Context: an optimization exercise on an open-source flow, tuned for small area and a short achievable clock period. The choices shown serve that exercise and are no tape-out recipe.
Function was checked by simulation only, so behaviour that the tests miss may differ from the original.
Power and IR drop assume default switching activity.

==> delta: inputs <==
## fp16_mac
module fp16_mac (
    input  logic                        clk,
    input  logic                        rst,
    input  logic                        in_valid_i,
    input  logic [2-1:0]           tag_i,
    input  logic [16-1:0]          k_i,
    input  logic [16-1:0]          x_i,
    input  logic [16-1:0]          b_i,
    output logic                        out_valid_o,
    output logic [2-1:0]           tag_o,
    output logic [16-1:0]          result_o
);
make LEC_CHECK=0 CAP_MARGIN=20 CORE_MARGIN=2 CORE_UTILIZATION=40 SETUP_SLACK_MARGIN=3.2 SLEW_MARGIN=20 finish   # period 6.0 ns
run.sh (not shown) runs the stock make flow with config.mk's settings and CLKGATE_MAP_FILE= SYNTH_SCRIPT=/design/flow/synth_recipe.tcl, a recipe that flattens the netlist after the stock synthesis.
==> onyx (differences from delta) <==
--- a/flow/design.v
+++ b/flow/design.v
@@ -938,27 +938,40 @@
                     c[l][i] = c[l-1][2*i+1] | 6'(1 << (l - 1));
                 else
                     c[l][i] = c[l-1][2*i];
             end
         end
         n_o = c[6][0];
     end
 endmodule
+module fp16_mark (
+    input  logic [5:0] exp_i,
+    output logic [3:0] hi_o,
+    output logic [7:0] lo_o
+);
+    logic [5:0] j;
+    always_comb begin
+        j    = 6'd32 - exp_i;
+        hi_o = (exp_i <= 6'd32) ? 4'(4'd1 << j[4:3]) : 4'd0;
+        lo_o = 8'(8'd1 << j[2:0]);
+    end
+endmodule
 module fp16_normalize (
     input  logic [33:0] mag_i,
-    input  logic [5:0]  exp_i,      
+    input  logic [3:0]  mark_hi_i,
+    input  logic [7:0]  mark_lo_i,
     output logic [14:0] top_o,      
     output logic [5:0]  shift_o     
 );
-    logic [33:0] m, mark, n;
+    logic [33:0] m, n;
     fp16_lzc lzc_i (.v_i(m), .n_o(shift_o));
     always_comb begin
-        mark  = (exp_i <= 6'd32) ? 34'(34'd1 << (6'd32 - exp_i)) : 34'd0;
-        m     = mag_i | mark;
+        for (int i = 0; i < 34; i++)
+            m[i] = mag_i[i] | (i < 32 && mark_hi_i[i / 8] && mark_lo_i[i % 8]);
         n     = mag_i << {shift_o[5:2], 2'b00};
         top_o = n[33:19];
     end
 endmodule
 module fp16_fine (
     input  logic [14:0] top_i,
     input  logic [1:0]  shift_i,
     output logic [10:0] sig_o,
@@ -1065,34 +1078,37 @@
         .drop_i(c2_drop), .edge_i(c2_edge), .sub_i(c2_sub), .hi_o(a_hi), .lo_o(a_lo)
     );
     fp16_vpipe #(1'b1) c3_v (.clk, .rst, .d(c2_valid), .q(c3_valid));
     fp16_pipe #(65, 1'b1) c3 (.clk,
         .d({a_hi, a_lo, c2_exp, c2_sign, c2_sub, c2_tag}),
         .q({c3_hi, c3_lo, c3_exp, c3_sign, c3_sub, c3_tag}));
     logic [33:0] d_mag, c4_mag;
     logic        d_neg;
-    logic [5:0]  c4_exp;
+    logic [5:0]  c4_e2;
+    logic [3:0]  k_mark_hi, c4_mark_hi;
+    logic [7:0]  k_mark_lo, c4_mark_lo;
     logic        c4_sign;
     logic [1:0]  c4_tag;
     logic        c4_valid;
     fp16_add add_i (.hi_i(c3_hi), .lo_i(c3_lo), .sub_i(c3_sub), .mag_o(d_mag), .neg_o(d_neg));
     fp16_vpipe #(1'b1) c4_v (.clk, .rst, .d(c3_valid), .q(c4_valid));
-    fp16_pipe #(43, 1'b1) c4 (.clk,
-        .d({d_mag, c3_exp, c3_sign ^ d_neg, c3_tag}),
-        .q({c4_mag, c4_exp, c4_sign, c4_tag}));
+    fp16_mark mark_i (.exp_i(c3_exp), .hi_o(k_mark_hi), .lo_o(k_mark_lo));
+    fp16_pipe #(55, 1'b1) c4 (.clk,
+        .d({d_mag, c3_exp + 6'd2, k_mark_hi, k_mark_lo, c3_sign ^ d_neg, c3_tag}),
+        .q({c4_mag, c4_e2, c4_mark_hi, c4_mark_lo, c4_sign, c4_tag}));
     logic [14:0] n_top, c5_top;
     logic        c5_sign;
     logic [5:0]  n_shift, c5_shift, c5_e2;
     logic [1:0]  c5_tag;
     logic        c5_valid;
-    fp16_normalize normalize_i (.mag_i(c4_mag), .exp_i(c4_exp), .top_o(n_top), .shift_o(n_shift));
+    fp16_normalize normalize_i (.mag_i(c4_mag), .mark_hi_i(c4_mark_hi), .mark_lo_i(c4_mark_lo), .top_o(n_top), .shift_o(n_shift));
     fp16_vpipe #(1'b1) c5_v (.clk, .rst, .d(c4_valid), .q(c5_valid));
     fp16_pipe #(30, 1'b1) c5 (.clk,
-        .d({n_top, n_shift, c4_exp + 6'd2, c4_sign, c4_tag}),
+        .d({n_top, n_shift, c4_e2, c4_sign, c4_tag}),
         .q({c5_top, c5_shift, c5_e2, c5_sign, c5_tag}));
     logic [15:0] r_result;
     logic [10:0] f_sig;
     logic        f_rnd;
     fp16_fine fine_i (.top_i(c5_top), .shift_i(c5_shift[1:0]), .sig_o(f_sig), .rnd_o(f_rnd));
     fp16_round round_i (.sign_i(c5_sign), .sig_i(f_sig), .rnd_i(f_rnd), .e2_i(c5_e2), .shift_i(c5_shift), .result_o(r_result));
     always_ff @(posedge clk) begin
         if (rst) begin
Settings changed: CTS_CLUSTER_DIAMETER from default to 70, CTS_CLUSTER_SIZE from default to 40, GPL_ROUTABILITY_DRIVEN from default to 0, SETUP_SLACK_MARGIN 3.2 to 2.8.
==> sierra (differences from delta) <==
--- a/flow/design.v
+++ b/flow/design.v
@@ -784,57 +784,57 @@
 endmodule
 `timescale 1ns/1ps
 module fp16_expo1 (
     input  logic [4:0]  k_exp_i,
     input  logic [4:0]  x_exp_i,
     input  logic [15:0] b_i,
     output logic [10:0] b_sig_o,
     output logic [4:0]  b_exp_o,
-    output logic [5:0]  es_o         
+    output logic [6:0]  pe_o,        
+    output logic [7:0]  d_o          
 );
     logic b_n;
     always_comb begin
         b_n     = b_i[14:10] != 5'd0;
         b_exp_o = b_n ? b_i[14:10] : 5'd1;
         b_sig_o = {b_n, b_i[9:0]};
-        es_o    = {1'b0, k_exp_i} + {1'b0, x_exp_i};
+        pe_o    = {2'd0, k_exp_i} + {2'd0, x_exp_i} - 7'd15;
+        d_o     = {3'd0, k_exp_i} + {3'd0, x_exp_i} - 8'd15 - {3'd0, b_exp_o};
     end
 endmodule
 module fp16_expo2 (
     input  logic [4:0] b_exp_i,
-    input  logic [5:0] es_i,
+    input  logic [6:0] pe_i,
+    input  logic [7:0] d_i,
     input  logic       p_sign_i,
     input  logic       b_sign_i,
     output logic       p_wins_o,
     output logic [4:0] shift_o,      
     output logic       drop_o,       
     output logic       edge_o,       
     output logic [5:0] exp_o,        
     output logic       sign_o,
     output logic       sub_o
 );
-    logic [5:0] t, pe;
-    logic [6:0] d, nd;      
+    logic signed [7:0] d, nd;
     always_comb begin
-        t        = {1'b0, b_exp_i} + 6'd15;
-        d        = {1'b0, es_i} - {1'b0, t};
-        nd       = {1'b0, t} - {1'b0, es_i};
-        pe       = es_i - 6'd15;           
-        p_wins_o = nd[6];
+        d        = d_i;
+        nd       = -d;
+        p_wins_o = d > 8'sd0;
         if (p_wins_o) begin
             shift_o = d[4:0];
-            drop_o  = d[5:0] > 6'd21;
-            edge_o  = d[5:0] == 6'd21;    
-            exp_o   = pe;
+            drop_o  = d > 8'sd21;
+            edge_o  = d == 8'sd21;        
+            exp_o   = pe_i[5:0];
             sign_o  = p_sign_i;
         end else begin
             shift_o = nd[4:0];
-            drop_o  = nd[5:0] > 6'd22;
-            edge_o  = nd[5:0] == 6'd22;   
+            drop_o  = nd > 8'sd22;
+            edge_o  = nd == 8'sd22;       
             exp_o   = {1'b0, b_exp_i};
             sign_o  = b_sign_i;
         end
         sub_o = p_sign_i ^ b_sign_i;
     end
 endmodule
 module fp16_align (
     input  logic [21:0] prod_i,
@@ -1013,45 +1013,46 @@
     output logic [16-1:0]          result_o
 );
     localparam int CSW = 58;       
     logic [10:0] u_k_sig, u_x_sig;
     logic [4:0]  u_k_exp, u_x_exp;
     logic [CSW-1:0] m_cs, c1_cs;
     logic [10:0] e_b_sig, c1_b_sig;
     logic [4:0]  e_b_exp, c1_b_exp;
-    logic [5:0]  e_es, c1_es;
+    logic [6:0]  e_pe, c1_pe;
+    logic [7:0]  e_d, c1_d;
     logic        c1_p_sign, c1_b_sign;
     logic [1:0]  c1_tag;
     logic        c1_valid;
     fp16_unpack unpack_k (.w_i(k_i), .sig_o(u_k_sig), .exp_o(u_k_exp));
     fp16_unpack unpack_x (.w_i(x_i), .sig_o(u_x_sig), .exp_o(u_x_exp));
     fp16_mul_a mul_a_i (.a_i(u_k_sig), .b_i(u_x_sig), .cs_o(m_cs));
     fp16_expo1 expo1_i (
         .k_exp_i(u_k_exp), .x_exp_i(u_x_exp), .b_i(b_i),
-        .b_sig_o(e_b_sig), .b_exp_o(e_b_exp), .es_o(e_es)
+        .b_sig_o(e_b_sig), .b_exp_o(e_b_exp), .pe_o(e_pe), .d_o(e_d)
     );
     fp16_vpipe #(1'b1) c1_v (.clk, .rst, .d(in_valid_i), .q(c1_valid));
-    fp16_pipe #(CSW + 26, 1'b1) c1 (.clk,
-        .d({m_cs, e_b_sig, e_b_exp, e_es, k_i[15] ^ x_i[15], b_i[15], tag_i}),
-        .q({c1_cs, c1_b_sig, c1_b_exp, c1_es, c1_p_sign, c1_b_sign, c1_tag}));
+    fp16_pipe #(CSW + 35, 1'b1) c1 (.clk,
+        .d({m_cs, e_b_sig, e_b_exp, e_pe, e_d, k_i[15] ^ x_i[15], b_i[15], tag_i}),
+        .q({c1_cs, c1_b_sig, c1_b_exp, c1_pe, c1_d, c1_p_sign, c1_b_sign, c1_tag}));
     logic [21:0] m_row0, m_row1, m_prod, c2_prod;
     logic        x_p_wins, x_drop, x_edge, x_sign, x_sub;
     logic [4:0]  x_shift;
     logic [5:0]  x_exp;
     logic [10:0] c2_b_sig;
     logic        c2_p_wins, c2_drop, c2_edge, c2_sign, c2_sub;
     logic [4:0]  c2_shift;
     logic [5:0]  c2_exp;
     logic [1:0]  c2_tag;
     logic        c2_valid;
     fp16_mul_b mul_b_i (.cs_i(c1_cs), .row0_o(m_row0), .row1_o(m_row1));
     fp16_mul_cpa mul_cpa_i (.row0_i(m_row0), .row1_i(m_row1), .prod_o(m_prod));
     fp16_expo2 expo2_i (
-        .b_exp_i(c1_b_exp), .es_i(c1_es), .p_sign_i(c1_p_sign), .b_sign_i(c1_b_sign),
+        .b_exp_i(c1_b_exp), .pe_i(c1_pe), .d_i(c1_d), .p_sign_i(c1_p_sign), .b_sign_i(c1_b_sign),
         .p_wins_o(x_p_wins), .shift_o(x_shift), .drop_o(x_drop), .edge_o(x_edge),
         .exp_o(x_exp), .sign_o(x_sign), .sub_o(x_sub)
     );
     fp16_vpipe #(1'b1) c2_v (.clk, .rst, .d(c1_valid), .q(c2_valid));
     fp16_pipe #(51, 1'b1) c2 (.clk,
         .d({m_prod, c1_b_sig, x_p_wins, x_shift, x_drop, x_edge, x_exp, x_sign, x_sub, c1_tag}),
         .q({c2_prod, c2_b_sig, c2_p_wins, c2_shift, c2_drop, c2_edge, c2_exp, c2_sign, c2_sub, c2_tag}));
     logic [21:0] a_hi, c3_hi;
Settings changed: SETUP_SLACK_MARGIN 3.2 to 2.5.
==> flow_metrics.py <==
metrics = {
    "status": {
        "status": "no timing/DRC/antenna violations",
    },
    "floorplan": {
        "die_y_um": 214,
        "n_tap_cell": 585,
    },
    "global_routing": {
        "grt_pass1_wl_mm": 73.1,
        "met2_usage_pct": 37.8,
    },
    "power": {
        "sequentialPowerShare_pct": 29.2,
        "swShare_pct": 42.1,
        "p_clk_share_pct": 15.4,
        "p_per_area_nw_per_um2": 528,
    },
    "placed_design": {
        "dp_cells": 2434,
    },
    "layout": {
        "seq_cells": 297,
        "final_area_sq_um": 22300,
    },
    "drt": {
        "drtIter0Drc": 723,
    },
}
(the above is from delta)
==> flow_metrics.py <==
metrics = {
    "placed_design": {
        "dp_cells": 2558,
    },
    "drt": {
        "route.detailed.drc": 0,
    },
    "layout": {
        "seq_cells": 305,
        "nFillCells": 4260,
        "final_area_sq_um": 21500,
    },
    "global_routing": {
        "met2_usage_pct": 34.7,
        "grt_pass1_vias": 14200,
    },
    "floorplan": {
        "die_w_um": 218,
        "n_tap_cell": 600,
        "die_y_um": 218,
    },
    "synth": {
        "synth-seq-cells": 305,
        "synth_area_leaders": "dfxtp_1, fa_1, ha_1",
    },
    "power": {
        "sequentialPowerShare_pct": 30.8,
        "p_clk_share_pct": 18.8,
        "swShare_pct": 43.2,
    },
    "status": {
        "status": "no timing/DRC/antenna violations",
    },
    "setup_path": {
        "worstReg2RegStart": "c4.q[3]",
    },
    "timing": {
        "drv_slew": 0,
    },
}
(the above is from sierra)
==> flow_metrics.py <==
metrics = {
    "placed_design": {
        "dp_cells": 2524,
    },
    "power": {
        "swShare_pct": 44.4,
        "p_per_area_nw_per_um2": 527,
        "p_clk_share_pct": 16.9,
        "sequentialPowerShare_pct": 33.0,
    },
    "drt": {
        "drtIter0Drc": 768,
    },
    "status": {
        "status": "no timing/DRC/antenna violations",
    },
    "global_routing": {
        "grt_pass1_wl_mm": 70.4,
        "met2_usage_pct": 33.9,
    },
    "floorplan": {
        "n_tap_cell": 592,
        "die_y_um": 215,
    },
    "layout": {
        "seq_cells": 309,
        "final_area_sq_um": 20200,
    },
}
(the above is from onyx)

-- separate check: timing with driven ports --
How much do the figures lean on ideal ports? The routed layouts below were timed once more, with nothing changed but the port constraints. Step 1: set_driving_cell puts a clkbuf_16 on clk and a buf_2 on each other input, an assumption about the parent block. Step 2 moves the port delays by t, midway between the first and last clock arrival at a register: inputs arrive t later, outputs are due t later. That takes back most of the time a late clock gives input paths. Slacks: ideal ports / drivers / drivers and shift; pairs: ideal ports / drivers.
run	t, ns	setup WS [ns]	hold slack, ns	worst slew at a driven data input, ns
delta	0.613	2.877 / 2.883 / 2.269	0.322 / 0.322 / 0.322	0.06
onyx	0.611	2.854 / 2.887 / 2.276	0.309 / 0.309 / 0.309	0.04
sierra	0.599	2.534 / 2.546 / 1.946	0.299 / 0.299 / 0.299	0.06
After both steps every run listed still meets setup and hold. The setup slack of delta, which loses most, moves by +0.006 ns with the drivers and by -0.608 ns with both steps.
